Context: an optimization exercise on an open-source flow, tuned for small area, a short achievable clock period and few clock cycles per item. The choices shown serve that exercise and are no tape-out recipe.
Where RTL was checked, it was by simulation tests only, not by an equivalence proof against the original.
For runs 1 to 3, only the layout was checked, not whether the RTL still works.
No activity file was given, so power comes from the tool's default toggle rates.

==> flow/design.v <==
module ex_stage_mc #(
   parameter int DATA_W  = 32,
   parameter int RADDR_W = 5,
   parameter int MUL_BPC = 1
) (
   input  logic               CLK,
   input  logic               RESET,
   input  logic               in_valid,
   output logic               in_ready,
   input  logic               flush,
   input  logic [DATA_W-1:0]  PCPlus4_in,
   input  logic [DATA_W-1:0]  imm_signExtended_in,
   input  logic [DATA_W-1:0]  imm_zeroExtended_in,
   input  logic [DATA_W-1:0]  rs_reg_in,
   input  logic [DATA_W-1:0]  rt_reg_in,
   input  logic [RADDR_W-1:0] rt_addr_in,
   input  logic [RADDR_W-1:0] rd_addr_in,
   input  logic [4:0]         shamt_in,
   input  logic               RegWriteD,
   input  logic               MemtoRegD,
   input  logic               MemWriteD,
   input  logic               BranchD,
   input  logic               JumpD,
   input  logic               RegDstD,
   input  logic [5:0]         ALUopD,
   input  logic [5:0]         ALUfunctD,
   output logic               out_valid,
   input  logic               out_ready,
   output logic               RegWriteE,
   output logic               MemtoRegE,
   output logic               MemWriteE,
   output logic               BranchE,
   output logic               JumpE,
   output logic [5:0]         ALUopE,
   output logic [DATA_W-1:0]  WriteData_out,
   output logic [DATA_W-1:0]  PCBranch_out,
   output logic [RADDR_W-1:0] wb_addr_out,
   output logic [DATA_W-1:0]  ALUOut,
   output logic [DATA_W-1:0]  hi_out,
   output logic [DATA_W-1:0]  lo_out,
   output logic               busy
);
   localparam int W  = DATA_W;
   localparam int SW = W + 8;           
   logic               vld;             
   logic               mrun;            
   logic [1:0]         cnt;             
   logic               msgn;            
   logic               bprev;           
   logic [W-1:0]       alu_q, pcb_q, wd_q, hi, lo;
   logic [RADDR_W-1:0] wb_q;
   logic [5:0]         op_q;
   logic               regw_q, m2r_q, memw_q, br_q, jmp_q;
   logic cap, is_mul;
   assign out_valid = vld && !mrun;
   assign busy      = vld && mrun;
   assign in_ready  = !mrun && (!vld || out_ready);
   assign cap       = in_valid && in_ready && !flush;
   logic [5:0] op, fn;
   logic rtype, s_add, s_sub, s_and, s_or, s_xor, s_nor, s_slt, s_sltu;
   logic s_sll, s_srl, s_sra, s_hi, s_lo, s_pc, s_imm, s_immz;
   assign op     = ALUopD;
   assign fn     = ALUfunctD;
   assign rtype  = (op == 6'h00);
   assign is_mul = rtype && (fn[5:1] == 5'b01100);
   assign s_imm  = (op == 6'h08) || (op == 6'h09) || (op == 6'h23) || (op == 6'h2B);
   assign s_sub  = (rtype && ((fn == 6'h22) || (fn == 6'h23) || (fn == 6'h2A) || (fn == 6'h2B)))
                   || (op == 6'h04) || (op == 6'h05);
   assign s_add  = (rtype && (fn[5:2] == 4'b1000)) || s_imm || (op == 6'h04) || (op == 6'h05);
   assign s_immz = (op == 6'h0C) || (op == 6'h0D);
   assign s_and  = (rtype && (fn == 6'h24)) || (op == 6'h0C);
   assign s_or   = (rtype && (fn == 6'h25)) || (op == 6'h0D);
   assign s_xor  = rtype && (fn == 6'h26);
   assign s_nor  = rtype && (fn == 6'h27);
   assign s_slt  = rtype && (fn == 6'h2A);
   assign s_sltu = rtype && (fn == 6'h2B);
   assign s_sll  = rtype && (fn == 6'h00);
   assign s_srl  = rtype && (fn == 6'h02);
   assign s_sra  = rtype && (fn == 6'h03);
   assign s_hi   = rtype && (fn == 6'h10);
   assign s_lo   = rtype && (fn == 6'h12);
   assign s_pc   = (op == 6'h03);
   logic [W-1:0] rs, rt, addb, lopb, sum, shin, shout, shres, alu;
   logic [W:0]   sumc;
   logic         sltu, slt;
   assign rs   = rs_reg_in;
   assign rt   = rt_reg_in;
   assign addb = s_sub ? ~rt : (s_imm ? imm_signExtended_in : rt);
   assign sumc = {1'b0, rs} + {1'b0, addb} + {{W{1'b0}}, s_sub};
   assign sum  = sumc[W-1:0];
   assign sltu = !sumc[W];
   assign slt  = (rs[W-1] ^ rt[W-1]) ? rs[W-1] : sum[W-1];
   assign lopb = s_immz ? imm_zeroExtended_in : rt;
   always_comb begin
      for (int i = 0; i < W; i++) shin[i] = s_sll ? rt[W-1-i] : rt[i];
   end
   assign shout = W'($signed({s_sra && rt[W-1], shin}) >>> shamt_in);
   always_comb begin
      for (int i = 0; i < W; i++) shres[i] = s_sll ? shout[W-1-i] : shout[i];
   end
   assign alu = ({W{s_add}} & sum)
              | ({W{s_and}} & (rs & lopb))
              | ({W{s_or}}  & (rs | lopb))
              | ({W{s_xor}} & (rs ^ rt))
              | ({W{s_nor}} & ~(rs | rt))
              | {{(W-1){1'b0}}, (s_slt && slt) || (s_sltu && sltu)}
              | ({W{s_sll || s_srl || s_sra}} & shres)
              | ({W{s_hi}} & hi)
              | ({W{s_lo}} & lo)
              | ({W{s_pc}} & PCPlus4_in);
   always_ff @(posedge CLK or posedge RESET) begin
      if (RESET)                         vld <= 1'b0;
      else if (flush)                    vld <= 1'b0;
      else if (cap)                      vld <= 1'b1;
      else if (out_valid && out_ready)   vld <= 1'b0;
   end
   always_ff @(posedge CLK) begin
      if (cap) begin
         alu_q  <= alu;
         pcb_q  <= PCPlus4_in + (imm_signExtended_in << 2);
         wd_q   <= rt_reg_in;
         wb_q   <= (op == 6'h03) ? RADDR_W'(31) : (RegDstD ? rd_addr_in : rt_addr_in);
         op_q   <= ALUopD;
         regw_q <= RegWriteD;
         m2r_q  <= MemtoRegD;
         memw_q <= MemWriteD;
         br_q   <= BranchD;
         jmp_q  <= JumpD;
      end
   end
   logic [W:0]    a33;                  
   logic [W+1:0]  ax;                   
   logic [8:0]    mb;                   
   logic [W+1:0]  row [4];
   logic [7:0]    negs;
   logic [SW-1:0] s, ext, rsum;
   logic          last;
   assign a33  = {msgn && wd_q[W-1], wd_q};
   assign ax   = {a33[W], a33};
   assign mb   = {lo[7:0], bprev};
   assign last = (cnt == 2'd3);
   always_comb begin
      negs = '0;
      for (int d = 0; d < 4; d++) begin
         logic bh, bm, bl, one, two, neg;
         bh  = mb[2*d+2];
         bm  = mb[2*d+1];
         bl  = mb[2*d];
         neg = bh && !(bm && bl);
         one = bm ^ bl;
         two = (bh && !bm && !bl) || (!bh && bm && bl);
         for (int j = 0; j < W + 2; j++)
            row[d][j] = ((one && ax[j]) || (two && (j > 0 ? ax[j-1] : 1'b0))) ^ neg;
         negs[2*d] = neg;
      end
   end
   assign ext = (last && !msgn && lo[7]) ? {wd_q, 8'h00} : '0;
   localparam logic [SW-1:0] BIAS = -((SW'(1) << (W-1)) + (SW'(1) << (W+1)) + (SW'(1) << (W+3))
                                      + (SW'(1) << (W+5)) + (SW'(1) << (W+7)));
   assign s = SW'({~hi[W-1], hi[W-2:0]})
            + SW'({~row[0][W+1], row[0][W:0]})
            + (SW'({~row[1][W+1], row[1][W:0]}) << 2)
            + (SW'({~row[2][W+1], row[2][W:0]}) << 4)
            + (SW'({~row[3][W+1], row[3][W:0]}) << 6)
            + SW'(negs) + ext + BIAS;
   always_ff @(posedge CLK or posedge RESET) begin
      if (RESET) begin
         mrun <= 1'b0;
         hi   <= '0;
         lo   <= '0;
      end else if (cap && is_mul) begin
         mrun <= 1'b1;
         hi   <= '0;
         lo   <= rs_reg_in;
      end else if (mrun) begin
         hi   <= s[SW-1:8];
         lo   <= {s[7:0], lo[W-1:8]};
         if (last) mrun <= 1'b0;
      end
   end
   always_ff @(posedge CLK) begin
      if (cap && is_mul) begin
         cnt   <= 2'd0;
         msgn  <= !fn[0];
         bprev <= 1'b0;
      end else if (mrun) begin
         cnt   <= cnt + 2'd1;
         bprev <= lo[7];
      end
   end
   assign ALUOut        = alu_q;
   assign PCBranch_out  = pcb_q;
   assign WriteData_out = wd_q;
   assign wb_addr_out   = wb_q;
   assign ALUopE        = op_q;
   assign RegWriteE     = regw_q && out_valid;
   assign MemtoRegE     = m2r_q  && out_valid;
   assign MemWriteE     = memw_q && out_valid;
   assign BranchE       = br_q   && out_valid;
   assign JumpE         = jmp_q  && out_valid;
   assign hi_out        = hi;
   assign lo_out        = lo;
endmodule
==> flow/run.sh <==
#!/bin/bash
# synth_recipe.tcl (not shown) runs the flow's synth.tcl, then flattens the netlist and writes it again
# the make line also repeats each setting of config.mk as NAME=value (left out here)
make -C /OpenROAD-flow-scripts/flow DESIGN_CONFIG=/design/flow/config.mk WORK_HOME=/design/flow/orfs CLKGATE_MAP_FILE= SYNTH_SCRIPT=/design/flow/synth_recipe.tcl finish
==> flow/config.mk <==
export PLATFORM = sky130hd
export DESIGN_NAME = ex_stage_mc
export DESIGN_NICKNAME = ex_stage_mc
export VERILOG_FILES = /design/flow/design.v
export SDC_FILE = /design/flow/constraint.sdc
export NUM_CORES = 4
export LEC_CHECK = 0
export CAP_MARGIN = 20
export CORE_MARGIN = 2
export CORE_UTILIZATION = 40
export SLEW_MARGIN = 20
==> flow/constraint.sdc <==
create_clock -name core_clock -period 9.0 [get_ports {CLK}]
set_input_delay 1.8000 -clock core_clock [delete_from_list [all_inputs] [get_ports {CLK}]]
set_output_delay 1.8000 -clock core_clock [all_outputs]
set_load 0.01 [all_outputs]
==> flow_metrics.env, run 1 <==
export IMPL_status="finished clean"
export IMPL_r2r_cells=19
export IMPL_period_minus_slack_ns=7.45
export IMPL_r2r_end="hi[28]$_DFFE_PP0P_"
export IMPL_via_count=24316
export IMPL_fin_cells=3714
export IMPL_synthFlopType="edfxtp_1"
export IMPL_port_buffers=376
export IMPL_routedWlPerCell_um=32.8
export IMPL_drive_gt1_share_pct=5.78
export IMPL_grt_pass1_vias=23220
export IMPL_async_flop_share_pct=36.3
export IMPL_worst_pin_slew_ns=1.14
export IMPL_synth_top_family_by_area="compound AO/OA/AOI/OAI gates"
export IMPL_grt_pass1_wl_um=171000
export IMPL_startpoint="lo[0]$_DFFE_PP0P_"
export IMPL_cp_max_fo=22
export IMPL_cp_slowest_cell="ha_1"
export IMPL_die_w_um=248
export IMPL_cts_sinks=182
export IMPL_drcViolationCount=0
export IMPL_final_seq_area_mm2=0.00511
export IMPL_crit_family="adder cells"
export IMPL_slew_viol_final=0
export IMPL_routed_wl_um=122000
export IMPL_cts_buffer_depth=2
export IMPL_worst_path_buf_inv=3
export IMPL_cts_hold_buffers=0
export IMPL_slowest_delay_ns=1.12
export IMPL_vias_per_cell=6.55
export IMPL_clock_fmax_ghz=0.134
export IMPL_ys_seq_elements=182
export IMPL_synth_fa_ha_area_share_pct=20.6
export IMPL_crit_required_ns=9.38
export IMPL_timing_rr_start="lo[0]$_DFFE_PP0P_"
export IMPL_ios=377
export IMPL_ir_drop_mv=0.154
export IMPL_fin_tns_setup_ns=0
export IMPL_numCtsBuffers=17
export IMPL_arrival_ns=7.84
export IMPL_min_path_type="reg -> reg"
export IMPL_ys_types=92
export IMPL_max_cap_violations=0
export IMPL_cp_end_kind="register"
export IMPL_synthMuxAreaShare_pct=7.64
export IMPL_synthXorXnorAreaFrac_pct=8.11
export IMPL_rrSetupSlack_ns=1.55
export IMPL_post_route_util_pct=49.1
export IMPL_nets=3440
export IMPL_synth_compound_area_share_pct=24.1
export IMPL_yosys_area_share_simple_pct=10.6
export IMPL_dr_pass1_iters=7
export IMPL_cts_root_buf="clkbuf_16"
export IMPL_period_share_pct=82.8
export IMPL_synth_seq_area_share_pct=21.5
export IMPL_grt_usage_pct=39.2
export IMPL_rsz0062_at_grt="no"
export IMPL_core_mm2=0.0589
export IMPL_post_dp_hpwl_um=95200
export IMPL_worstHoldEndpoint="cnt[1]$_SDFFE_PP0P_"
export IMPL_setup_viol=0
export IMPL_die_height_um=248
export IMPL_post_cts_buffers=0
export IMPL_path_cells="ha_1 -> buf_4 -> a22oi_1 -> xnor2_1 -> fa_1 -> fa_1 -> inv_1 -> fa_1 -> ha_1 -> ha_1 -> nand4_1 -> inv_1 -> a211oi_1 -> a31oi_1 -> a31oi_1 -> o2111ai_1 -> a31oi_1 -> nor4b_1 -> a211o_1"
export IMPL_hold_viol=0
export IMPL_grt_max_degree=70
export IMPL_synth_edf_count=113
export IMPL_h_tree_depth=4
export IMPL_syn_nets=3178
export IMPL_clk_pin_slew_ns=0.08
export IMPL_clk_latency_ns=0.50
export IMPL_cts_resized=0
export IMPL_yosysWarnings=2
export IMPL_gp_congestion=1.03
export IMPL_die_area_mm2=0.0614
export IMPL_cts_tree="done"
export IMPL_syn2layout_area_growth_pct=21.6
export IMPL_start_util_pct=40.3
export IMPL_path_class="reg -> reg"
export IMPL_hold_start="cnt[1]$_SDFFE_PP0P_"
export IMPL_nFillCells=5605
export IMPL_p_per_area_mw_per_mm2=140
export IMPL_antenna_found_initial=6
export IMPL_fin_skew_ns=0.0218
export IMPL_detail_route_antenna_nets=0
export IMPL_grt_ovfl_total=0
export IMPL_leakage_nw=12.0
export IMPL_syn_instance_count=2665
export IMPL_row_count=89
export IMPL_maxSlewHeadroom_pct=23.5
export IMPL_dp_cells=3681
export IMPL_first_iter_violations=3647
export IMPL_syn_area_mm2=0.0238
export IMPL_whs_path_depth=2
export IMPL_start_kind="register"
export IMPL_multiInputGateArea_mm2=0.0170
export IMPL_avgSynthCellArea_um2=8.92
-- power by group --
| group | internal, mW | leakage (nW) | total (mW) | switching (mW) |
|---|---|---|---|---|
| Sequential | 0.995 | 1.88 | 1.26 | 0.269 |
| Clock | 0.446 | 0.300 | 0.849 | 0.403 |
| Combinational | 0.817 | 9.86 | 1.92 | 1.11 |
-- cells in the final DEF (no fill, tap or decap), types with 8 or more instances in the layout --
cell type,instances
mux4_1,8
a21o_1,33
o221ai_1,14
nand4_1,17
o21a_1,22
nand2_1,237
nor2b_1,15
o211ai_1,45
o21bai_1,16
xor2_1,108
and3_1,17
mux2i_1,94
nor2_1,89
a22oi_1,186
edfxtp_1,113
dfrtp_1,65
o2111ai_1,16
and2_1,28
ha_1,188
inv_1,255
xnor2_1,112
a31oi_1,47
a222oi_1,33
buf_4,65
o21ai_0,133
nand3_1,37
clkdlybuf4s50_1,376
clkbuf_16,17
o22ai_1,40
o21ai_1,11
o31ai_1,13
mux4_2,26
a211oi_1,21
fa_1,127
nand2b_1,20
a221oi_1,27
a21oi_1,99
nor3_1,18
-- worst reg2reg max path: stages, from the launching register on --
cell and delay [ns]:
dfrtp_1 0.53, ha_1 1.12, buf_4 0.37, a22oi_1 0.12
xnor2_1 0.28, fa_1 0.48, fa_1 0.51, inv_1 0.06
fa_1 0.44, ha_1 0.35, ha_1 0.41, nand4_1 0.18
inv_1 0.06, a211oi_1 0.65, a31oi_1 0.30, a31oi_1 0.47
o2111ai_1 0.31, a31oi_1 0.31, nor4b_1 0.09, a211o_1 0.28
-- synth_stat cells (13+ instances only) --
cell type,n,share of area [%]
inv_1,256,4.0
nand2_1,237,3.7
ha_1,188,9.9
a22oi_1,186,5.9
clkbuf_1,164,2.6
o21ai_0,133,2.8
fa_1,127,11
edfxtp_1,113,14
xnor2_1,112,4.1
xor2_1,108,4.0
a21oi_1,100,2.1
mux2i_1,94,4.0
nor2_1,92,1.5
dfrtp_1,66,6.9
a31oi_1,47,1.2
o211ai_1,45,1.4
o22ai_1,40,1.1
nand3_1,37,0.78
a21o_1,33,1.0
a222oi_1,33,1.4
and2_1,28,0.74
a221oi_1,27,0.99
mux4_2,26,2.5
nand2b_1,23,0.61
buf_1,22,0.35
o21a_1,22,0.69
a211oi_1,21,0.66
nor3_1,18,0.38
and3_1,17,0.45
nand4_1,17,0.45
o2111ai_1,16,0.59
o21bai_1,16,0.51
nor2b_1,15,0.39
o21ai_1,15,0.32
o221ai_1,14,0.52
o31ai_1,13,0.41
-- cells by family after synthesis --
group	Yosys count
AOI/OAI and AO/OA	824
and+or+nand+nor	530
buffers and inverters	459
adders and majority gates	315
xor gates and xnor gates	220
DFF	182
muxes	135
-- sequential cells by signal, summed over array words and instances, names as in the netlist, 2 cells and up --
signal and flops:
alu_q 32, cnt 2, hi 32, lo 32, op_q 6, pcb_q 32
wb_q 5, wd_q 32
-- how the worst max path moves through the flow --
stage | end | slack (ns) | depth (start not counted)
global placement | alu_q[27]$_DFFE_PP_ | 1.45 | 17
floorplan | msgn$_DFFE_PP_ | 2.41 | 7
CTS | hi[28]$_DFFE_PP0P_ | 1.57 | 19
finish | hi[28]$_DFFE_PP0P_ | 1.55 | 19
detailed placement | alu_q[27]$_DFFE_PP_ | 1.34 | 17
global route | hi[24]$_DFFE_PP0P_ | 1.37 | 19
-- per-layer routing --
| layer | GRT usage (%) | wire (um) | vias to the layer above |
|---|---|---|---|
| met1 | 53.1 | 49300 | 12024 |
| met4 | 16.3 | 5880 | 4 |
| met2 | 59.5 | 53400 | 1698 |
| met3 | 9.87 | 13100 | 269 |
| met5 | 0 | 15 | - |
| li1 | - | - | 10321 |
-- metrics by stage --
step / instance area, um2 / total power, mW / worst slack (ns) / hold WS [ns]
finish: 28900 / 4.04 / 1.55 / 0.483
global route: 28900 / 4.23 / 1.37 / 0.521
CTS: 28900 / 4.01 / 1.57 / 0.494
detailed placement: 28300 / 3.15 / 1.34 / 0.483
global placement: 28300 / 3.14 / 1.45 / 0.451
floorplan: 23800 / 2.22 / 2.41 / 0.440
-- final cells by class --
type,instances,area share (%)
Antenna cell,1,0.00866
Timing Repair Buffer,441,14.7
Multi-Input combinational cell,2024,58.8
Clock buffer,18,1.48
Tap cell,773,3.35
Clock inverter,14,0.649
Sequential cell,182,17.7
Inverter,261,3.39
==> run 2: changes to the inputs <==
--- a/flow/design.v
+++ b/flow/design.v
@@ -48,3 +48,2 @@
    logic               msgn;            
-   logic               bprev;           
    logic [W-1:0]       alu_q, pcb_q, wd_q, hi, lo;
@@ -132,35 +131,56 @@
    logic [W+1:0]  ax;                   
-   logic [8:0]    mb;                   
+   logic [11:0]   bsel, bsel_nxt;       
+   logic          bext, bext_nxt;       
    logic [W+1:0]  row [4];
-   logic [7:0]    negs;
-   logic [SW-1:0] s, ext, rsum;
+   logic [SW-1:0] o [6];
+   logic [SW-1:0] s1, c1, s2, c2, s3, c3, s4, c4, s;
    logic          last;
+   localparam logic [SW-1:0] CK = (SW'(1) << (W+2)) | (SW'(1) << (W+4)) | (SW'(1) << (W+6));
+   function automatic logic [2:0] booth(input logic [2:0] b);
+      booth[2] = b[2] && !(b[1] && b[0]);                           
+      booth[1] = (b[2] && !b[1] && !b[0]) || (!b[2] && b[1] && b[0]);  
+      booth[0] = b[1] ^ b[0];                                       
+   endfunction
    assign a33  = {msgn && wd_q[W-1], wd_q};
    assign ax   = {a33[W], a33};
-   assign mb   = {lo[7:0], bprev};
    assign last = (cnt == 2'd3);
    always_comb begin
-      negs = '0;
+      logic [8:0] nb;
+      nb = cap ? {rs_reg_in[7:0], 1'b0} : lo[15:7];
+      for (int d = 0; d < 4; d++) bsel_nxt[3*d +: 3] = booth(nb[2*d +: 3]);
+      bext_nxt = cap ? 1'b0 : ((cnt == 2'd2) && !msgn && lo[15]);
+   end
+   always_comb begin
+      for (int d = 0; d < 4; d++)
+         for (int j = 0; j < W + 2; j++)
+            row[d][j] = ((bsel[3*d] && ax[j]) || (bsel[3*d+1] && (j > 0 ? ax[j-1] : 1'b0)))
+                        ^ bsel[3*d+2];
+   end
+   always_comb begin
+      for (int k = 0; k < 6; k++) o[k] = '0;
+      o[0][W-1:0] = {hi[W-1], hi[W-2:0]};
+      o[0][W]     = hi[W-1];
+      o[0][W+1]   = !hi[W-1];
       for (int d = 0; d < 4; d++) begin
-         logic bh, bm, bl, one, two, neg;
-         bh  = mb[2*d+2];
-         bm  = mb[2*d+1];
-         bl  = mb[2*d];
-         neg = bh && !(bm && bl);
-         one = bm ^ bl;
-         two = (bh && !bm && !bl) || (!bh && bm && bl);
-         for (int j = 0; j < W + 2; j++)
-            row[d][j] = ((one && ax[j]) || (two && (j > 0 ? ax[j-1] : 1'b0))) ^ neg;
-         negs[2*d] = neg;
-      end
-   end
-   assign ext = (last && !msgn && lo[7]) ? {wd_q, 8'h00} : '0;
-   localparam logic [SW-1:0] BIAS = -((SW'(1) << (W-1)) + (SW'(1) << (W+1)) + (SW'(1) << (W+3))
-                                      + (SW'(1) << (W+5)) + (SW'(1) << (W+7)));
-   assign s = SW'({~hi[W-1], hi[W-2:0]})
-            + SW'({~row[0][W+1], row[0][W:0]})
-            + (SW'({~row[1][W+1], row[1][W:0]}) << 2)
-            + (SW'({~row[2][W+1], row[2][W:0]}) << 4)
-            + (SW'({~row[3][W+1], row[3][W:0]}) << 6)
-            + SW'(negs) + ext + BIAS;
+         o[d+1][2*d +: W+2] = {!row[d][W+1], row[d][W:0]};
+         o[5][2*d]          = bsel[3*d+2];    
+      end
+      o[5][SW-1:8] = bext ? wd_q : '0;
+      o[1] = o[1] | CK;
+   end
+   function automatic logic [SW-1:0] fa_s(input logic [SW-1:0] a, b, c);
+      fa_s = a ^ b ^ c;
+   endfunction
+   function automatic logic [SW-1:0] fa_c(input logic [SW-1:0] a, b, c);
+      fa_c = ((a & b) | (a & c) | (b & c)) << 1;
+   endfunction
+   assign s1 = fa_s(o[0], o[1], o[2]);
+   assign c1 = fa_c(o[0], o[1], o[2]);
+   assign s2 = fa_s(o[3], o[4], o[5]);
+   assign c2 = fa_c(o[3], o[4], o[5]);
+   assign s3 = fa_s(s1, c1, s2);
+   assign c3 = fa_c(s1, c1, s2);
+   assign s4 = fa_s(s3, c3, c2);
+   assign c4 = fa_c(s3, c3, c2);
+   assign s  = s4 + c4;
    always_ff @(posedge CLK or posedge RESET) begin
@@ -184,6 +204,8 @@
          msgn  <= !fn[0];
-         bprev <= 1'b0;
       end else if (mrun) begin
          cnt   <= cnt + 2'd1;
-         bprev <= lo[7];
+      end
+      if ((cap && is_mul) || mrun) begin
+         bsel  <= bsel_nxt;
+         bext  <= bext_nxt;
       end
--- a/flow/config.mk
+++ b/flow/config.mk
@@ -9,3 +9,4 @@
 export CORE_MARGIN = 2
-export CORE_UTILIZATION = 40
+export CORE_UTILIZATION = 60
+export SETUP_SLACK_MARGIN = 4.5
 export SLEW_MARGIN = 20
==> flow_metrics.env, run 2 <==
export IMPL_avgSynthCellArea_um2=9.05
export IMPL_syn_nets=3111
export IMPL_ys_seq_elements=194
export IMPL_synthXorXnorAreaFrac_pct=7.68
export IMPL_error="[ERROR GRT-0232] Routing congestion too high. Check the congestion heatmap in the GUI."
export IMPL_synth_area_leaders="edfxtp_1 16%, fa_1 11%, ha_1 7.8%"
export IMPL_yosysWarnings=3
export IMPL_grt_max_degree=67
export IMPL_cts_sinks=194
export IMPL_ys_types=87
export IMPL_synthMuxAreaShare_pct=7.97
export IMPL_synth_commonest_cells="230 x inv_1, 223 x nand2_1, 164 x a22oi_1"
export IMPL_lastStage="5_1_grt"
export IMPL_synth_seq_area_share_pct=23.0
export IMPL_syn_area_mm2=0.0238
export IMPL_yosysMostFrequentCell="inv_1"
export IMPL_synthFlopType="edfxtp_1"
export IMPL_die_height_um=203
export IMPL_h_tree_depth=4
export IMPL_post_dp_hpwl_um=82500
export IMPL_synth_edf_count=126
export IMPL_grt_usage_pct=82.7
export IMPL_synth_top_area_cell="edfxtp_1"
export IMPL_yosys_area_share_simple_pct=11.6
export IMPL_synth_compound_area_share_pct=24.0
export IMPL_cts_root_buf="clkbuf_16"
export IMPL_async_flop_share_pct=34.0
export IMPL_status="stopped before the end"
export IMPL_synth_fa_ha_area_share_pct=18.8
export IMPL_endpoint_type="register data pin"
export IMPL_start_util_pct=60.4
export IMPL_row_count=73
export IMPL_synth_top_family_by_area="compound AO/OA/AOI/OAI gates"
export IMPL_numCtsBuffers=17
export IMPL_worstEndpointGrtRepair="hi[25]$_DFFE_PP0P_/D"
export IMPL_port_buffers=376
export IMPL_grt_ovfl_total=186
export IMPL_gp_congestion=1.11
export IMPL_die_w_um=203
export IMPL_syn_instance_count=2633
export IMPL_yosysTopAreaCellShare_pct=15.9
export IMPL_cts_buffer_depth=2
export IMPL_ios=377
==> run 2: cell types whose count changed after synthesis, moves of 24 or more <==
cell     delta
inv_1      -26
a21oi_1    +34
ha_1       -39
xnor2_1    +44
nor3_1     +26
mux2i_1    -34
nor2_1     +34
mux4_2     +24
xor2_1     -55
==> run 2: kinds of logic after synthesis <==
group,Yosys count
XOR/XNOR,209
flip-flops,194
buffers and inverters,430
adder cells (fa/ha/maj),280
multiplexers,124
AO/OA/AOI/OAI,809
AND/OR/NAND/NOR,587
==> run 2: stage by stage <==
step | std cells | utilization (%) | cell area [um2] | setup WS [ns] | power [mW]
4_1_cts | 3553 | 79.2 | 31200 | 3.65 | 7.97
3_5_place_dp | 3390 | 71.6 | 28300 | 1.40 | 6.08
3_3_place_gp | 3389 | 71.6 | 28300 | 1.61 | 5.83
2_1_floorplan | 2633 | - | 24400 | 3.36 | 4.41
==> run 2: power by group through the flow <==
| stage | clock [mW] | sequential, mW | combinational [mW] |
|---|---|---|---|
| after floorplan | 0 | 1.26 | 3.15 |
| after global placement | 0 | 1.39 | 4.44 |
| after detailed placement | 0 | 1.39 | 4.69 |
| after CTS | 0.835 | 1.37 | 5.77 |
==> run 2: metal layers <==
metal / overflow / GRT usage [%]
met2: 87 / 94.0
met4: 80 / 81.0
met1: 10 / 83.4
met5: 0 / 50.2
met3: 9 / 72.4
==> run 2: worst max path at each step <==
| stage | from | to | slack [ns] | cells past startpoint |
|---|---|---|---|---|
| CTS | ALUopD[3] | alu_q[0]$_DFFE_PP_ | 3.65 | 22 |
| detailed placement | ALUopD[4] | alu_q[30]$_DFFE_PP_ | 1.40 | 22 |
| global placement | ALUopD[4] | alu_q[30]$_DFFE_PP_ | 1.61 | 22 |
| floorplan | ALUopD[4] | alu_q[30]$_DFFE_PP_ | 3.36 | 20 |
==> run 2: timing repair <==
action	CTS
endpoints found under the hold margin	0
cloned	12
pin swaps	109
setup buffers	119
endpoints found under the setup margin	113
hold buffers	0
gates resized for setup	311
==> run 3: changes to the inputs <==
--- a/flow/design.v
+++ b/flow/design.v
@@ -43,3 +43,3 @@
    localparam int W  = DATA_W;
-   localparam int SW = W + 8;           
+   localparam int SW = W + 9;           
    logic               vld;             
@@ -58,3 +58,3 @@
    logic [5:0] op, fn;
-   logic rtype, s_add, s_sub, s_and, s_or, s_xor, s_nor, s_slt, s_sltu;
+   logic rtype, s_add, s_and, s_or, s_xor, s_nor, s_slt, s_sltu;
    logic s_sll, s_srl, s_sra, s_hi, s_lo, s_pc, s_imm, s_immz;
@@ -65,4 +65,2 @@
    assign s_imm  = (op == 6'h08) || (op == 6'h09) || (op == 6'h23) || (op == 6'h2B);
-   assign s_sub  = (rtype && ((fn == 6'h22) || (fn == 6'h23) || (fn == 6'h2A) || (fn == 6'h2B)))
-                   || (op == 6'h04) || (op == 6'h05);
    assign s_add  = (rtype && (fn[5:2] == 4'b1000)) || s_imm || (op == 6'h04) || (op == 6'h05);
@@ -82,10 +80,12 @@
    logic [W-1:0] rs, rt, addb, lopb, sum, shin, shout, shres, alu;
-   logic [W:0]   sumc;
-   logic         sltu, slt;
+   logic [W+1:0] sumc;
+   logic         sltu, slt, a_sub, a_imm;
    assign rs   = rs_reg_in;
    assign rt   = rt_reg_in;
-   assign addb = s_sub ? ~rt : (s_imm ? imm_signExtended_in : rt);
-   assign sumc = {1'b0, rs} + {1'b0, addb} + {{W{1'b0}}, s_sub};
-   assign sum  = sumc[W-1:0];
-   assign sltu = !sumc[W];
+   assign a_sub = op[2] || (fn[1] && !op[3] && !op[5]);
+   assign a_imm = op[3] || op[5];
+   assign addb = a_imm ? imm_signExtended_in : (rt ^ {W{a_sub}});
+   assign sumc = {1'b0, rs, 1'b1} + {1'b0, addb, a_sub};    
+   assign sum  = sumc[W:1];
+   assign sltu = !sumc[W+1];
    assign slt  = (rs[W-1] ^ rt[W-1]) ? rs[W-1] : sum[W-1];
@@ -106,3 +106,3 @@
               | ({W{s_sll || s_srl || s_sra}} & shres)
-              | ({W{s_hi}} & hi)
+              | ({W{s_hi}} & hi_v)
               | ({W{s_lo}} & lo)
@@ -133,2 +133,4 @@
    logic          bext, bext_nxt;       
+   logic          hx;                   
+   logic [3:0]    pend;                 
    logic [W+1:0]  row [4];
@@ -136,4 +138,7 @@
    logic [SW-1:0] s1, c1, s2, c2, s3, c3, s4, c4, s;
+   logic [3:0]    co;
+   logic [W-1:0]  hi_v;                 
    logic          last;
-   localparam logic [SW-1:0] CK = (SW'(1) << (W+2)) | (SW'(1) << (W+4)) | (SW'(1) << (W+6));
+   localparam logic [SW-1:0] CK = (SW'(1) << (W+2)) | (SW'(1) << (W+4)) | (SW'(1) << (W+6))
+                                | (SW'(1) << (W+8));
    function automatic logic [2:0] booth(input logic [2:0] b);
@@ -148,5 +153,5 @@
       logic [8:0] nb;
-      nb = cap ? {rs_reg_in[7:0], 1'b0} : lo[15:7];
+      nb = mrun ? lo[15:7] : {rs_reg_in[7:0], 1'b0};
       for (int d = 0; d < 4; d++) bsel_nxt[3*d +: 3] = booth(nb[2*d +: 3]);
-      bext_nxt = cap ? 1'b0 : ((cnt == 2'd2) && !msgn && lo[15]);
+      bext_nxt = mrun && (cnt == 2'd2) && !msgn && lo[15];
    end
@@ -160,5 +165,5 @@
       for (int k = 0; k < 6; k++) o[k] = '0;
-      o[0][W-1:0] = {hi[W-1], hi[W-2:0]};
-      o[0][W]     = hi[W-1];
-      o[0][W+1]   = !hi[W-1];
+      o[0][W-1:0] = hi;
+      o[0][W]     = hx;
+      o[0][W+1]   = !hx;
       for (int d = 0; d < 4; d++) begin
@@ -167,3 +172,3 @@
       end
-      o[5][SW-1:8] = bext ? wd_q : '0;
+      o[5][W+7:8] = bext ? wd_q : '0;
       o[1] = o[1] | CK;
@@ -184,3 +189,12 @@
    assign c4 = fa_c(s3, c3, c2);
-   assign s  = s4 + c4;
+   always_comb begin
+      logic [9:0] b;
+      for (int k = 0; k < 4; k++) begin
+         b = {1'b0, s4[8*k +: 8], 1'b1} + {1'b0, c4[8*k +: 8], pend[k]};
+         s[8*k +: 8] = b[8:1];
+         co[k]       = b[9];
+      end
+      s[SW-1:32] = s4[SW-1:32] + c4[SW-1:32];
+   end
+   assign hi_v = hi + {pend[3], 7'b0, pend[2], 7'b0, pend[1], 7'b0, pend[0]};
    always_ff @(posedge CLK or posedge RESET) begin
@@ -189,2 +203,4 @@
          hi   <= '0;
+         hx   <= 1'b0;
+         pend <= '0;
          lo   <= '0;
@@ -193,6 +209,9 @@
          hi   <= '0;
+         hx   <= 1'b0;
+         pend <= '0;
          lo   <= rs_reg_in;
       end else if (mrun) begin
-         hi   <= s[SW-1:8];
-         lo   <= {s[7:0], lo[W-1:8]};
+         {hx, hi} <= s[SW-1:8];
+         pend     <= co;
+         lo       <= {s[7:0], lo[W-1:8]};
          if (last) mrun <= 1'b0;
@@ -201,12 +220,6 @@
    always_ff @(posedge CLK) begin
-      if (cap && is_mul) begin
-         cnt   <= 2'd0;
-         msgn  <= !fn[0];
-      end else if (mrun) begin
-         cnt   <= cnt + 2'd1;
-      end
-      if ((cap && is_mul) || mrun) begin
-         bsel  <= bsel_nxt;
-         bext  <= bext_nxt;
-      end
+      cnt  <= mrun ? cnt + 2'd1 : 2'd0;
+      bsel <= bsel_nxt;
+      bext <= bext_nxt;
+      if (cap) msgn <= !fn[0];
    end
@@ -222,3 +235,3 @@
    assign JumpE         = jmp_q  && out_valid;
-   assign hi_out        = hi;
+   assign hi_out        = hi_v;
    assign lo_out        = lo;
--- a/flow/config.mk
+++ b/flow/config.mk
@@ -9,3 +9,3 @@
 export CORE_MARGIN = 2
-export CORE_UTILIZATION = 60
+export CORE_UTILIZATION = 45
 export SETUP_SLACK_MARGIN = 4.5
==> flow_metrics.env, run 3 <==
export IMPL_numCtsBuffers=17
export IMPL_hold_start="cnt[0]$_SDFF_PN0_"
export IMPL_synth_edf_count=113
export IMPL_worstHoldEndpoint="cnt[0]$_SDFF_PN0_"
export IMPL_path_cells="buf_6 -> or4_4 -> nor4b_4 -> buf_6 -> buf_12 -> buf_16 -> mux4_2 -> mux4_2 -> a21o_1 -> a21oi_2 -> nor2_1 -> a211o_1"
export IMPL_cp_end_kind="register"
export IMPL_start_util_pct=45.3
export IMPL_synth_area_leaders="edfxtp_1 14%, fa_1 11%, ha_1 8.2%"
export IMPL_routedWlPerCell_um=30.7
export IMPL_r2r_end="hi[23]$_DFFE_PP0P_"
export IMPL_vias_per_cell=6.51
export IMPL_routed_top_layer="met5"
export IMPL_synth_commonest_cells="359 x inv_1, 259 x nand2_1, 218 x xnor2_1"
export IMPL_r2r_cells=18
export IMPL_stdcell_area_mm2=0.0327
export IMPL_grt_pass1_vias=24343
export IMPL_max_cap_violations=0
export IMPL_hold_viol=0
export IMPL_nFillCells=4509
export IMPL_yosysMostFrequentCell="inv_1"
export IMPL_cts_hold_buffers=0
export IMPL_detail_route_antenna_nets=0
export IMPL_final_cell_mix="354 x inv_1, 317 x clkdlybuf4s50_1, 254 x nand2_1"
export IMPL_maxSlewHeadroom_pct=29.6
export IMPL_p_int_mw=4.55
export IMPL_period_minus_slack_ns=4.77
export IMPL_worst_pin_slew_ns=1.06
export IMPL_ir_drop_mv=0.295
export IMPL_nets=3664
export IMPL_cp_slowest_cell="mux4_2"
export IMPL_antenna_found_initial=6
export IMPL_synth_top_area_cell="edfxtp_1"
export IMPL_drcViolationCount=0
export IMPL_core_mm2=0.0535
export IMPL_setup_viol=0
export IMPL_fin_cells=3885
export IMPL_grt_ovfl_total=0
export IMPL_slew_viol_final=0
export IMPL_final_common_cell="inv_1"
export IMPL_rrSetupSlack_ns=4.55
export IMPL_ios=377
export IMPL_fin_tns_setup_ns=0
export IMPL_dp_cells=3645
export IMPL_post_route_util_pct=61.2
export IMPL_gp_congestion=1.04
export IMPL_syn2layout_area_growth_pct=35.2
export IMPL_cp_max_fo=6
export IMPL_die_w_um=236
export IMPL_clock_fmax_ghz=0.209
export IMPL_whs_path_depth=1
export IMPL_dr_pass1_iters=7
export IMPL_via_count=25285
export IMPL_grt_pass1_wl_um=167000
export IMPL_arrival_ns=5.04
export IMPL_h_tree_depth=4
export IMPL_row_count=85
export IMPL_ys_types=86
export IMPL_routed_wl_um=119000
export IMPL_p_per_area_mw_per_mm2=275
export IMPL_cts_sinks=199
export IMPL_period_share_pct=53.0
export IMPL_rsz0062_at_grt="yes"
export IMPL_slowest_delay_ns=0.58
export IMPL_grt_max_degree=65
export IMPL_cts_root_buf="clkbuf_16"
export IMPL_cts_tree="done"
export IMPL_syn_area_mm2=0.0242
export IMPL_fin_skew_ns=0.0145
export IMPL_fin_ws_ns=4.23
export IMPL_min_path_type="reg -> reg"
export IMPL_routed_wl_met3_um=12400
export IMPL_clk_pin_slew_ns=0.08
export IMPL_p_sw_mw=4.45
export IMPL_timing_rr_start="bsel[7]$_DFF_P_"
export IMPL_leakage_nw=13.9
export IMPL_combPwrFrac_pct=74.9
export IMPL_wl_met2_um=53800
export IMPL_synth_seq_area_share_pct=22.6
export IMPL_crit_required_ns=9.27
export IMPL_status="finished clean"
export IMPL_die_area_mm2=0.0557
export IMPL_power_frac_seq_pct=15.8
export IMPL_synthFlopType="edfxtp_1"
export IMPL_port_buffers=376
export IMPL_die_height_um=236
export IMPL_start_kind="input port"
export IMPL_netSwitchingFraction_pct=49.5
export IMPL_avgSynthCellArea_um2=8.94
export IMPL_yosysTopAreaCellShare_pct=14.0
export IMPL_ys_seq_elements=199
export IMPL_power_share_clock_pct=9.3
export IMPL_grt_usage_pct=41.0
export IMPL_drive_gt1_share_pct=19.8
export IMPL_fin_hold_ws_ns=0.443
export IMPL_first_iter_violations=3240
export IMPL_post_dp_cell_area_mm2=0.0287
export IMPL_syn_instance_count=2707
export IMPL_cts_buffer_depth=2
export IMPL_p_total_mw=9.01
export IMPL_clk_latency_ns=0.52
export IMPL_post_dp_hpwl_um=86100
export IMPL_yosysWarnings=3
export IMPL_pre_cts_ws_ns=2.66
export IMPL_met1_length_um=45400
export IMPL_async_flop_share_pct=35.7
export IMPL_path_class="in -> reg"
export IMPL_syn_nets=3198
-- run 3: changes by cell type after synthesis, moves of 17 or more --
cell     change
nor2_1      -55
xnor2_1     +62
o21a_1      -17
inv_1      +129
a21oi_1     -23
nor3_1      -17
o22ai_1     -20
nand2_1     +36
-- run 3: cells by family after synthesis --
logic type                 Yosys count  share of synthesized area, %
AOI/OAI and AO/OA                  724                          20.9
DFF                                199                          22.6
muxes                              121                          7.79
xor gates and xnor gates           281                          10.2
and+or+nand+nor                    539                          10.5
buffers and inverters              550                          8.73
adders and majority gates          293                          19.3
-- run 3: power by group through the flow --
stage / combinational (mW) / clock [mW] / sequential, mW
5_1_grt: 7.32 / 0.867 / 1.43
3_5_place_dp: 5.74 / 0 / 1.41
4_1_cts: 6.19 / 0.835 / 1.42
2_1_floorplan: 3.90 / 0 / 1.30
6_report: 6.75 / 0.834 / 1.42
3_3_place_gp: 5.65 / 0 / 1.41
-- run 3: worst max path at each step --
stage	startpoint	to	slack, ns	cells past startpoint
after floorplan	ALUfunctD[2]	alu_q[6]$_DFFE_PP_	4.17	8
after global placement	ALUfunctD[1]	alu_q[0]$_DFFE_PP_	2.67	14
after detailed placement	ALUopD[3]	alu_q[0]$_DFFE_PP_	2.66	15
after CTS	ALUfunctD[5]	alu_q[10]$_DFFE_PP_	4.34	12
after global routing	ALUfunctD[5]	alu_q[16]$_DFFE_PP_	4.23	12
final	ALUfunctD[5]	alu_q[16]$_DFFE_PP_	4.23	12
-- run 3: area by class of cell --
type	instances	area (um2)	share of cell area [%]
multi-input combinational	1958	18200	55.5
timing repair buffer	634	6200	18.9
sequential	199	5530	16.9
inverter	363	1370	4.18
tap	696	871	2.66
clock buffer	20	479	1.46
clock inverter	12	106	0.325
antenna	3	7.51	0.0229
-- run 3: timing repair --
action | CTS | global route
pin swaps | 74 | 91
setup buffers | 107 | 85
endpoints found under the hold margin | 0 | 0
cloned | 5 | 8
setup endpoints to repair | 100 | 80
resized for setup | 389 | 129
-- run 3: per-layer routing --
layer / global-route usage [%] / vias up
met5: 0 / -
met4: 19.6 / 4
met3: 8.75 / 396
met2: 65.7 / 1877
met1: 52.8 / 12458
li1: - / 10550
-- run 3: critical path, delay by kind of cell --
kind / cells / cell delay, ns
and+or+nand+nor: 3 / 0.92
AOI/OAI and AO/OA: 3 / 0.64
buffers and inverters: 4 / 0.52
muxes: 2 / 1.14
==> run 4: changes to the inputs <==
--- a/flow/design.v
+++ b/flow/design.v
@@ -82,2 +82,3 @@
    logic         sltu, slt, a_sub, a_imm;
+   logic signed [W:0] shx, shy;     
    assign rs   = rs_reg_in;
@@ -93,7 +94,9 @@
    always_comb begin
-      for (int i = 0; i < W; i++) shin[i] = s_sll ? rt[W-1-i] : rt[i];
-   end
-   assign shout = W'($signed({s_sra && rt[W-1], shin}) >>> shamt_in);
-   always_comb begin
-      for (int i = 0; i < W; i++) shres[i] = s_sll ? shout[W-1-i] : shout[i];
+      for (int i = 0; i < W; i++) shin[i] = fn[1] ? rt[i] : rt[W-1-i];
+   end
+   assign shx   = {fn[0] && rt[W-1], shin};
+   assign shy   = shx >>> shamt_in;
+   assign shout = shy[W-1:0];
+   always_comb begin
+      for (int i = 0; i < W; i++) shres[i] = fn[1] ? shout[i] : shout[W-1-i];
    end
--- a/flow/config.mk
+++ b/flow/config.mk
@@ -9,4 +9,4 @@
 export CORE_MARGIN = 2
-export CORE_UTILIZATION = 45
-export SETUP_SLACK_MARGIN = 4.5
+export CORE_UTILIZATION = 40
+export SETUP_SLACK_MARGIN = 5.0
 export SLEW_MARGIN = 20
==> flow_metrics.env, run 4 <==
export IMPL_status="finished clean"
export IMPL_nFillCells=5112
export IMPL_min_path_type="reg -> reg"
export IMPL_p_sw_mw=5.17
export IMPL_synth_fa_ha_area_share_pct=18.9
export IMPL_cts_tree="done"
export IMPL_routedWlPerCell_um=31.6
export IMPL_fin_ws_ns=4.23
export IMPL_crit_required_ns=7.20
export IMPL_p_total_mw=10.6
export IMPL_pre_cts_ws_ns=2.75
export IMPL_port_buffers=376
export IMPL_yosysWarnings=3
export IMPL_rsz0062_at_grt="yes"
export IMPL_antenna_found_initial=10
export IMPL_slowest_delay_ns=0.45
export IMPL_synthMuxAreaShare_pct=7.74
export IMPL_cp_max_fo=3
export IMPL_ir_drop_mv=0.281
export IMPL_fin_cells=4290
export IMPL_final_seq_area_mm2=0.00552
export IMPL_fin_hold_ws_ns=0.456
export IMPL_cp_slowest_cell="dfrtp_1"
export IMPL_clk_latency_ns=0.53
export IMPL_fin_tns_setup_ns=0
export IMPL_clk_pin_slew_ns=0.10
export IMPL_avgSynthCellArea_um2=8.80
export IMPL_detail_route_antenna_nets=0
export IMPL_grt_ovfl_total=0
export IMPL_period_share_pct=53.0
export IMPL_setup_viol=0
export IMPL_start_util_pct=40.3
export IMPL_worst_path_buf_inv=3
export IMPL_die_area_mm2=0.0639
export IMPL_power_share_clock_pct=8.5
export IMPL_die_w_um=253
export IMPL_row_count=91
export IMPL_cts_buffer_depth=2
export IMPL_path_cells="ha_4 -> buf_6 -> nand3_4 -> o31ai_4 -> a21oi_4 -> buf_6 -> or3_4 -> xnor2_4 -> buf_6"
export IMPL_synth_commonest_cells="358 x inv_1, 232 x nand2_1, 214 x xnor2_1"
export IMPL_combPwrFrac_pct=78.3
export IMPL_leakage_nw=15.6
export IMPL_hold_viol=0
export IMPL_dr_pass1_iters=8
export IMPL_p_per_area_mw_per_mm2=287
export IMPL_dp_cells=3840
export IMPL_die_height_um=253
export IMPL_synth_seq_area_share_pct=22.1
export IMPL_first_iter_violations=3298
export IMPL_synth_top_family_by_area="compound AO/OA/AOI/OAI gates"
export IMPL_drcViolationCount=0
export IMPL_gp_congestion=1.02
export IMPL_fin_skew_ns=0.0199
export IMPL_grt_pass1_vias=26871
export IMPL_nets=3970
export IMPL_numCtsBuffers=17
export IMPL_arrival_ns=2.97
export IMPL_ys_types=97
export IMPL_cts_sinks=199
export IMPL_slew_viol_final=0
export IMPL_stdcell_area_mm2=0.0370
export IMPL_post_dp_cell_area_mm2=0.0294
export IMPL_ios=377
export IMPL_maxSlewHeadroom_pct=29.9
export IMPL_ys_seq_elements=199
export IMPL_power_frac_seq_pct=13.2
export IMPL_post_dp_hpwl_um=92600
export IMPL_netSwitchingFraction_pct=48.7
export IMPL_synthXorXnorAreaFrac_pct=9.91
export IMPL_final_common_cell="buf_4"
export IMPL_drive_gt1_share_pct=31.5
export IMPL_grt_usage_pct=41.3
export IMPL_routed_wl_um=135000
export IMPL_final_cell_mix="334 x buf_4, 324 x inv_1, 268 x clkdlybuf4s50_1"
export IMPL_syn_instance_count=2812
export IMPL_synth_top_area_cell="edfxtp_1"
export IMPL_synth_edf_count=113
export IMPL_yosys_area_share_simple_pct=10.7
export IMPL_path_class="reg -> out"
export IMPL_multiInputGateArea_mm2=0.0202
export IMPL_vias_per_cell=6.34
export IMPL_synth_area_leaders="edfxtp_1 14%, fa_1 11%, ha_1 8.0%"
export IMPL_syn2layout_area_growth_pct=49.4
export IMPL_worst_pin_slew_ns=1.05
export IMPL_grt_max_degree=72
export IMPL_clock_fmax_ghz=0.210
export IMPL_h_tree_depth=4
export IMPL_yosysMostFrequentCell="inv_1"
export IMPL_core_mm2=0.0615
export IMPL_synthFlopType="edfxtp_1"
export IMPL_via_count=27178
export IMPL_yosysTopAreaCellShare_pct=13.7
export IMPL_crit_family="compound AO/OA/AOI/OAI gates"
export IMPL_period_minus_slack_ns=4.77
export IMPL_cp_end_kind="output port"
export IMPL_cts_root_buf="clkbuf_16"
export IMPL_syn_nets=3303
export IMPL_start_kind="register"
export IMPL_grt_pass1_wl_um=189000
export IMPL_p_int_mw=5.44
export IMPL_post_route_util_pct=60.2
export IMPL_synth_compound_area_share_pct=21.9
export IMPL_max_cap_violations=0
export IMPL_crit_top_cell="buf_6"
export IMPL_async_flop_share_pct=35.7
export IMPL_syn_area_mm2=0.0248
run 4: changes by cell type after synthesis, moves of 12 or more:
cell and change:
mux4_2 -12, a21oi_1 +21, buf_2 +16, nor2_1 +35, mux2_2 +14, nand2_1 -27, o21ai_0 +43, clkbuf_1 -14
a21o_1 -24, mux2i_1 +31, a221o_1 +20
run 4: logic make-up after synthesis:
family	Yosys count
AOI/OAI and AO/OA	786
xor gates and xnor gates	280
adders and majority gates	293
buffers and inverters	555
DFF	199
muxes	147
and+or+nand+nor	552
run 4: what timing repair did:
action / 4_1_cts / 5_1_grt
hold buffers: 0 / 0
endpoints found under the setup margin: 153 / 103
buffers inserted: 266 / 127
pin swaps: 272 / 237
gates resized for setup: 738 / 309
cloned: 15 / 2
run 4: final cells by class:
cell class | instances | share of cell area [%]
tap | 790 | 2.67
clock buffer | 17 | 1.15
inverter | 361 | 3.83
clock inverter | 15 | 0.599
timing repair buffer | 840 | 22.1
sequential | 199 | 14.9
antenna | 8 | 0.0541
multi-input combinational | 2060 | 54.7
run 4: routing by layer:
layer  vias up  global-route usage (%)  share of wire [%]
met5         -                       0              0.032
met4         8                    28.4                9.0
met3       570                    9.74                 10
met2      1808                    66.5                 46
met1     13430                    48.7                 35
li1      11362                       -                  -
run 4: power groups by stage:
stage | logic, mW | registers [mW] | clock network, mW
global route | 8.93 | 1.41 | 0.937
CTS | 7.10 | 1.38 | 0.914
global placement | 5.81 | 1.39 | 0
floorplan | 4.00 | 1.30 | 0
detailed placement | 5.86 | 1.39 | 0
finish | 8.31 | 1.40 | 0.906
run 4: worst paths after layout:
check | start | endpoint | slack (ns) | cells after the start
worst max-delay path | hi[0]$_DFFE_PP0P_ | hi_out[19] | 4.23 | 9
worst min-delay path | cnt[0]$_SDFF_PN0_ | cnt[0]$_SDFF_PN0_ | 0.46 | 1
worst max register to register | wd_q[17]$_DFFE_PP_ | hi[15]$_DFFE_PP0P_ | 4.61 | 19
worst min register to register | cnt[0]$_SDFF_PN0_ | cnt[0]$_SDFF_PN0_ | 0.46 | 1
max in group asynchronous | RESET | hi[19]$_DFFE_PP0P_ | 6.53 | 3
min in group asynchronous | RESET | mrun$_DFF_PP0_ | 1.77 | 3
Testbench counts of run 4, summed over its fixed seeds: cycles 6,172, instrs 4,000.
==> run 5: changes to the inputs <==
--- a/flow/config.mk
+++ b/flow/config.mk
@@ -10,3 +10,3 @@
 export CORE_UTILIZATION = 40
-export SETUP_SLACK_MARGIN = 5.0
+export SETUP_SLACK_MARGIN = 4.5
 export SLEW_MARGIN = 20
==> flow_metrics.env, run 5 <==
export IMPL_core_mm2=0.0615
export IMPL_met1_length_um=48500
export IMPL_max_cap_violations=0
export IMPL_cts_root_buf="clkbuf_16"
export IMPL_die_height_um=253
export IMPL_rsz0062_at_grt="yes"
export IMPL_routedWlPerCell_um=31.1
export IMPL_grt_ovfl_total=0
export IMPL_maxSlewHeadroom_pct=17.5
export IMPL_ir_drop_mv=0.195
export IMPL_routed_wl_um=128000
export IMPL_p_total_mw=9.19
export IMPL_period_share_pct=52.5
export IMPL_whs_path_depth=1
export IMPL_ys_seq_elements=199
export IMPL_yosysMostFrequentCell="inv_1"
export IMPL_slew_viol_final=0
export IMPL_hold_viol=0
export IMPL_start_util_pct=40.3
export IMPL_fin_skew_ns=0.0199
export IMPL_port_buffers=376
export IMPL_clock_fmax_ghz=0.212
export IMPL_yosysTopAreaCellShare_pct=13.7
export IMPL_dp_cells=3836
export IMPL_grt_pass1_wl_um=180000
export IMPL_clk_pin_slew_ns=0.09
export IMPL_path_class="in -> reg"
export IMPL_grt_usage_pct=39.4
export IMPL_drive_gt1_share_pct=19.7
export IMPL_cts_hold_buffers=0
export IMPL_synthFlopType="edfxtp_1"
export IMPL_first_iter_violations=3306
export IMPL_start_kind="input port"
export IMPL_crit_required_ns=9.26
export IMPL_fin_hold_ws_ns=0.454
export IMPL_gp_congestion=1.04
export IMPL_detail_route_antenna_nets=0
export IMPL_h_tree_depth=4
export IMPL_routed_wl_met3_um=13200
export IMPL_min_path_type="reg -> reg"
export IMPL_cp_max_fo=7
export IMPL_setup_viol=0
export IMPL_syn_area_mm2=0.0248
export IMPL_timing_rr_start="bsel[7]$_DFF_P_"
export IMPL_clk_latency_ns=0.53
export IMPL_period_minus_slack_ns=4.73
export IMPL_synth_top_area_cell="edfxtp_1"
export IMPL_cts_tree="done"
export IMPL_hold_start="cnt[0]$_SDFF_PN0_"
export IMPL_cp_end_kind="register"
export IMPL_post_dp_hpwl_um=95800
export IMPL_dr_pass1_iters=10
export IMPL_synth_edf_count=113
export IMPL_synth_area_leaders="edfxtp_1 14%, fa_1 11%, ha_1 8.0%"
export IMPL_wl_met2_um=56200
export IMPL_status="finished clean"
export IMPL_ys_types=97
export IMPL_die_area_mm2=0.0639
export IMPL_antenna_found_initial=8
export IMPL_ios=377
export IMPL_cts_buffer_depth=2
export IMPL_syn2layout_area_growth_pct=34.8
export IMPL_avgSynthCellArea_um2=8.80
export IMPL_cts_sinks=199
export IMPL_numCtsBuffers=17
export IMPL_row_count=91
export IMPL_syn_instance_count=2812
export IMPL_synth_seq_area_share_pct=22.1
export IMPL_nets=3800
export IMPL_synth_commonest_cells="358 x inv_1, 232 x nand2_1, 214 x xnor2_1"
export IMPL_syn_nets=3303
export IMPL_drcViolationCount=0
export IMPL_fin_tns_setup_ns=0
export IMPL_grt_pass1_vias=25230
export IMPL_p_per_area_mw_per_mm2=275
export IMPL_vias_per_cell=6.26
export IMPL_rrSetupSlack_ns=4.56
export IMPL_final_common_cell="inv_1"
export IMPL_r2r_end="hi[7]$_DFFE_PP0P_"
export IMPL_grt_max_degree=71
export IMPL_worstHoldEndpoint="cnt[0]$_SDFF_PN0_"
export IMPL_leakage_nw=14.2
export IMPL_via_count=25750
export IMPL_routed_top_layer="met5"
export IMPL_arrival_ns=4.99
export IMPL_die_w_um=253
export IMPL_nFillCells=5540
export IMPL_fin_cells=4115
export IMPL_yosysWarnings=3
export IMPL_worst_pin_slew_ns=1.23
export IMPL_r2r_cells=17
export IMPL_final_cell_mix="353 x inv_1, 314 x clkdlybuf4s50_1, 243 x buf_4"
export IMPL_async_flop_share_pct=35.7
-- run 5: worst max path at each step --
| stage | startpoint | to | slack [ns] |
|---|---|---|---|
| final | ALUopD[5] | alu_q[31]$_DFFE_PP_ | 4.27 |
| after global routing | ALUopD[5] | alu_q[31]$_DFFE_PP_ | 4.18 |
| after CTS | pend[1]$_DFFE_PP0P_ | hi_out[28] | 4.15 |
| after detailed placement | ALUopD[3] | alu_q[26]$_DFFE_PP_ | 2.43 |
| after global placement | ALUopD[3] | alu_q[26]$_DFFE_PP_ | 2.51 |
| after floorplan | ALUfunctD[1] | alu_q[22]$_DFFE_PP_ | 3.98 |
-- run 5: power by group --
group,internal (mW),leakage [nW],switching (mW)
logic,3.05,11.9,3.90
clock network,0.376,0.287,0.464
registers,1.14,2.02,0.261
total,4.56,14.2,4.63
-- run 5: cell type report --
type | instances | area, um2 | area share [%]
antenna | 3 | 7.51 | 0.0225
clock buffer | 17 | 425 | 1.28
clock inverter | 15 | 178 | 0.533
inverter | 361 | 1370 | 4.12
multi-input combinational | 2058 | 18600 | 55.6
sequential | 199 | 5510 | 16.5
tap | 790 | 988 | 2.96
timing repair buffer | 672 | 6320 | 18.9
-- run 5: critical path: stages --
cell,delay (ns)
buf_8,0.10
nor2_4,0.16
a21oi_4,0.08
buf_12,0.14
buf_12,0.15
buf_12,0.15
xnor2_4,0.12
o21ai_2,0.16
ha_4,0.25
a211oi_4,0.23
o211ai_1,0.14
a31oi_2,0.32
a21oi_4,0.10
buf_6,0.13
nor3_4,0.36
o31ai_4,0.10
xor2_1,0.17
a221o_1,0.30
-- run 5: through the flow --
step	instance area, um2	setup WS, ns	utilization (%)
global placement	29200	2.51	47.4
detailed placement	29200	2.43	47.4
finish	33400	4.27	54.2
global route	33300	4.18	54.2
floorplan	24800	3.98	-
CTS	32100	4.15	52.2
-- run 5: routing by layer --
| layer | up-vias | GRT usage (%) |
|---|---|---|
| li1 | 11012 | - |
| met5 | - | 0 |
| met2 | 1661 | 60.1 |
| met4 | 6 | 24.9 |
| met3 | 416 | 11.1 |
| met1 | 12655 | 48.9 |
-- run 5: cell families after synthesis --
group	count (synthesis)	synth area share, %
buf+inv	555	8.79
compound gates	786	21.9
simple gates	552	10.7
xor+xnor	280	9.91
fa+ha+maj	293	18.9
mux	147	7.74
flops	199	22.1
-- run 5: timing repair --
| action | 4_1_cts | 5_1_grt |
|---|---|---|
| buffers inserted | 156 | 86 |
| gates resized for setup | 322 | 181 |
| pin swaps | 86 | 105 |
| endpoints found under the setup margin | 129 | 71 |
| gates cloned | 2 | 0 |
==> run 6: changes to the inputs <==
==> flow/flow/run.sh (new file) <==
#!/bin/bash
# The standard layout (standard.sh: the ORFS flow, from its standard synthesis to the
# final DEF), with one change: the placer buffers every input and output port with the
# smallest buffer, sky130_fd_sc_hd__buf_1, rather than its default pick (a 10 um2 delay
# buffer). Timing repair still resizes any port buffer that a path needs faster.
# The make output goes to standard.log; ORFS's per-step logs are under orfs/logs/.
set -euo pipefail
export BUFFER_PORTS_ARGS="-buffer_cell sky130_fd_sc_hd__buf_1"
bash standard.sh > standard.log 2>&1
==> flow/standard.sh (new file) <==
#!/bin/bash
# synth_recipe.tcl (not shown) runs the flow's synth.tcl, then flattens the netlist and writes it again
# the make line also repeats each setting of config.mk as NAME=value (left out here)
make -C /OpenROAD-flow-scripts/flow DESIGN_CONFIG=/design/flow/config.mk WORK_HOME=/design/flow/orfs CLKGATE_MAP_FILE= SYNTH_SCRIPT=/design/flow/synth_recipe.tcl "${@:-finish}"
--- a/flow/config.mk
+++ b/flow/config.mk
@@ -10,3 +10,3 @@
 export CORE_UTILIZATION = 40
-export SETUP_SLACK_MARGIN = 4.5
+export SETUP_SLACK_MARGIN = 3.5
 export SLEW_MARGIN = 20
removed: flow/run.sh
==> flow_metrics.env, run 6 <==
export IMPL_cts_sinks=199
export IMPL_period_minus_slack_ns=5.44
export IMPL_gp_congestion=1.01
export IMPL_yosys_area_share_simple_pct=10.7
export IMPL_stdcell_area_mm2=0.0276
export IMPL_p_sw_mw=4.04
export IMPL_synthFlopType="edfxtp_1"
export IMPL_start_util_pct=40.3
export IMPL_vias_per_cell=6.24
export IMPL_synth_area_leaders="edfxtp_1 14%, fa_1 11%, ha_1 8.0%"
export IMPL_slew_viol_final=0
export IMPL_yosysMostFrequentCell="inv_1"
export IMPL_final_cell_mix="373 x buf_1, 357 x inv_1, 232 x nand2_1"
export IMPL_synth_edf_count=113
export IMPL_cp_slowest_cell="dfrtp_1"
export IMPL_nets=3568
export IMPL_ios=377
export IMPL_cp_max_fo=6
export IMPL_grt_pass1_vias=23550
export IMPL_syn_instance_count=2812
export IMPL_drive_gt1_share_pct=6.50
export IMPL_leakage_nw=11.5
export IMPL_core_mm2=0.0615
export IMPL_numCtsBuffers=17
export IMPL_max_cap_violations=0
export IMPL_fin_tns_setup_ns=0
export IMPL_grt_pass1_wl_um=166000
export IMPL_drcViolationCount=0
export IMPL_rsz0062_at_grt="yes"
export IMPL_slowest_delay_ns=0.47
export IMPL_synth_commonest_cells="358 x inv_1, 232 x nand2_1, 214 x xnor2_1"
export IMPL_routedWlPerCell_um=29.6
export IMPL_fin_skew_ns=0.0194
export IMPL_post_dp_cell_area_mm2=0.0269
export IMPL_row_count=91
export IMPL_power_share_clock_pct=11.2
export IMPL_detail_route_antenna_nets=0
export IMPL_arrival_ns=3.64
export IMPL_grt_ovfl_total=0
export IMPL_grt_max_degree=72
export IMPL_crit_top_cell="ha_1"
export IMPL_power_frac_seq_pct=18.0
export IMPL_setup_viol=0
export IMPL_die_height_um=253
export IMPL_synth_top_area_cell="edfxtp_1"
export IMPL_antenna_found_initial=10
export IMPL_h_tree_depth=4
export IMPL_start_kind="register"
export IMPL_period_share_pct=60.5
export IMPL_cts_buffer_depth=2
export IMPL_hold_viol=0
export IMPL_ir_drop_mv=0.189
export IMPL_avgSynthCellArea_um2=8.80
export IMPL_p_int_mw=3.74
export IMPL_worst_pin_slew_ns=1.28
export IMPL_clock_fmax_ghz=0.184
export IMPL_cts_hold_buffers=0
export IMPL_syn_area_mm2=0.0248
export IMPL_dr_pass1_iters=8
export IMPL_post_dp_hpwl_um=90900
export IMPL_synth_fa_ha_area_share_pct=18.9
export IMPL_synth_top_family_by_area="compound AO/OA/AOI/OAI gates"
export IMPL_cts_root_buf="clkbuf_16"
export IMPL_die_w_um=253
export IMPL_crit_required_ns=7.20
export IMPL_syn2layout_area_growth_pct=11.7
export IMPL_async_flop_share_pct=35.7
export IMPL_ys_types=97
export IMPL_p_per_area_mw_per_mm2=281
export IMPL_min_path_type="reg -> reg"
export IMPL_cts_tree="done"
export IMPL_syn_nets=3303
export IMPL_yosysWarnings=3
export IMPL_synthXorXnorAreaFrac_pct=9.91
export IMPL_combPwrFrac_pct=70.8
export IMPL_yosysTopAreaCellShare_pct=13.7
export IMPL_status="finished clean"
export IMPL_clk_pin_slew_ns=0.09
export IMPL_clk_latency_ns=0.53
export IMPL_cp_end_kind="output port"
export IMPL_path_class="reg -> out"
export IMPL_nFillCells=6155
export IMPL_synth_compound_area_share_pct=21.9
export IMPL_netSwitchingFraction_pct=52.0
export IMPL_via_count=24237
export IMPL_path_cells="ha_1 -> ha_1 -> nand4_1 -> o21ai_0 -> a21oi_1 -> o41a_1 -> nor3_1 -> xnor2_2 -> buf_1"
export IMPL_synth_seq_area_share_pct=22.1
export IMPL_final_common_cell="buf_1"
export IMPL_port_buffers=376
export IMPL_worst_path_buf_inv=1
export IMPL_die_area_mm2=0.0639
export IMPL_grt_usage_pct=35.9
export IMPL_maxSlewHeadroom_pct=14.5
export IMPL_synthMuxAreaShare_pct=7.74
export IMPL_crit_family="compound AO/OA/AOI/OAI gates"
export IMPL_routed_wl_um=115000
export IMPL_first_iter_violations=2709
export IMPL_ys_seq_elements=199
==> run 6: cell count changes in the layout (fill, tap and decap cells not counted), moves of 27 or more <==
cell,before,now
a21oi_1,100,130
o21ai_0,145,174
buf_4,243,61
xnor2_1,179,206
clkdlybuf4s50_1,314,0
buf_1,0,373
buf_6,34,2
==> run 6: cell type report <==
class	count	area [um2]	share of cell area (%)
clock inverter	15	206	0.747
timing repair buffer	440	1910	6.91
clock buffer	17	425	1.54
sequential	199	5480	19.8
multi-input combinational	2058	17300	62.5
antenna	5	12.5	0.0453
tap	790	988	3.58
inverter	361	1360	4.91
==> run 6: cell families after synthesis <==
| logic type | after synthesis |
|---|---|
| compound gates | 786 |
| xor+xnor | 280 |
| fa+ha+maj | 293 |
| buf+inv | 555 |
| flops | 199 |
| mux | 147 |
| simple gates | 552 |
==> run 6: per-stage QoR <==
step | total power, mW | hold WS, ns | setup WS (ns) | util [%] | cells
6_report | 7.78 | 0.444 | 3.56 | 45.0 | 3885
5_1_grt | 8.49 | 0.493 | 3.42 | 44.9 | 3881
4_1_cts | 7.74 | 0.446 | 3.47 | 44.8 | 3880
3_5_place_dp | 6.82 | 0.426 | 2.57 | 43.7 | 3846
3_3_place_gp | 6.75 | 0.412 | 2.59 | 43.7 | 3846
2_1_floorplan | 5.19 | 0.402 | 3.55 | - | 2812
==> run 6: per-layer routing <==
metal / up-vias / global-route usage (%) / wire (um)
met2: 1318 / 57.4 / 53000
met1: 12132 / 45.9 / 45300
li1: 10535 / - / -
met5: - / 0 / 44
met4: 6 / 17.3 / 6080
met3: 246 / 8.04 / 10600
==> run 6: path summary, 6_finish.rpt <==
| check | start | to | slack, ns | cells after the start |
|---|---|---|---|---|
| max | pend[0]$_DFFE_PP0P_ | hi_out[28] | 3.56 | 9 |
| min | cnt[0]$_SDFF_PN0_ | cnt[0]$_SDFF_PN0_ | 0.44 | 1 |
| max in group asynchronous | RESET | mrun$_DFF_PP0_ | 6.98 | 3 |
| min reg2reg | cnt[0]$_SDFF_PN0_ | cnt[0]$_SDFF_PN0_ | 0.44 | 1 |
| max reg2reg | bsel[4]$_DFF_P_ | hx$_DFFE_PP0P_ | 3.81 | 19 |
| min in group asynchronous | RESET | vld$_DFFE_PP0P_ | 1.45 | 3 |
==> run 6: what timing repair did <==
action | 4_1_cts | 5_1_grt
resized for setup | 3 | 14
setup endpoints to repair | 12 | 14
pin swaps | 1 | 1
setup buffers | 2 | 0
==> run 6: power by group through the flow <==
stage / Sequential (mW) / Clock, mW / Combinational (mW)
CTS: 1.38 / 0.882 / 5.47
global route: 1.41 / 0.915 / 6.17
detailed placement: 1.40 / 0 / 5.42
floorplan: 1.30 / 0 / 3.89
finish: 1.40 / 0.871 / 5.51
global placement: 1.40 / 0 / 5.35
==> run 6: worst register-to-register path: cells and delay by family (launching register included) <==
| kind | cells | cell delay, ns |
|---|---|---|
| DFF | 1 | 0.90 |
| AOI/OAI and AO/OA | 7 | 1.04 |
| buffers and inverters | 4 | 0.54 |
| and+or+nand+nor | 1 | 0.07 |
| adders and majority gates | 5 | 2.19 |
| xor gates and xnor gates | 2 | 0.32 |

## port drivers added, routing unchanged
The results above use ideal ports. As a check the final layouts listed here were re-extracted and re-timed, cells and wires unchanged. Step 1 sets driving cells, clkbuf_16 on the clock port and buf_2 on the other inputs (assumed; they add their load-dependent delay and slew). Step 2 moves the port delays by t, midway between the first and last clock arrival at a register: inputs arrive t later, outputs are due t later. That takes back most of the time a late clock gives input paths. Three values: no drivers, after step 1, after step 2; two values: the first two.
run | t (ns) | setup slack, ns | clock arrival spread, ns
run 1 | 0.555 | 1.545 / 1.545 / 1.285 | 0.022 / 0.022
run 3 | 0.582 | 4.226 / 4.251 / 3.669 | 0.015 / 0.014
run 4 | 0.586 | 4.234 / 4.172 / 3.933 | 0.020 / 0.020
run 5 | 0.575 | 4.275 / 4.230 / 3.719 | 0.022 / 0.022
run 6 | 0.579 | 3.559 / 3.497 / 3.113 | 0.025 / 0.025
After both steps setup and hold are still met in every run listed. For run 3, which loses most, drivers alone change the setup slack by +0.025 ns; drivers and shift together by -0.557 ns.
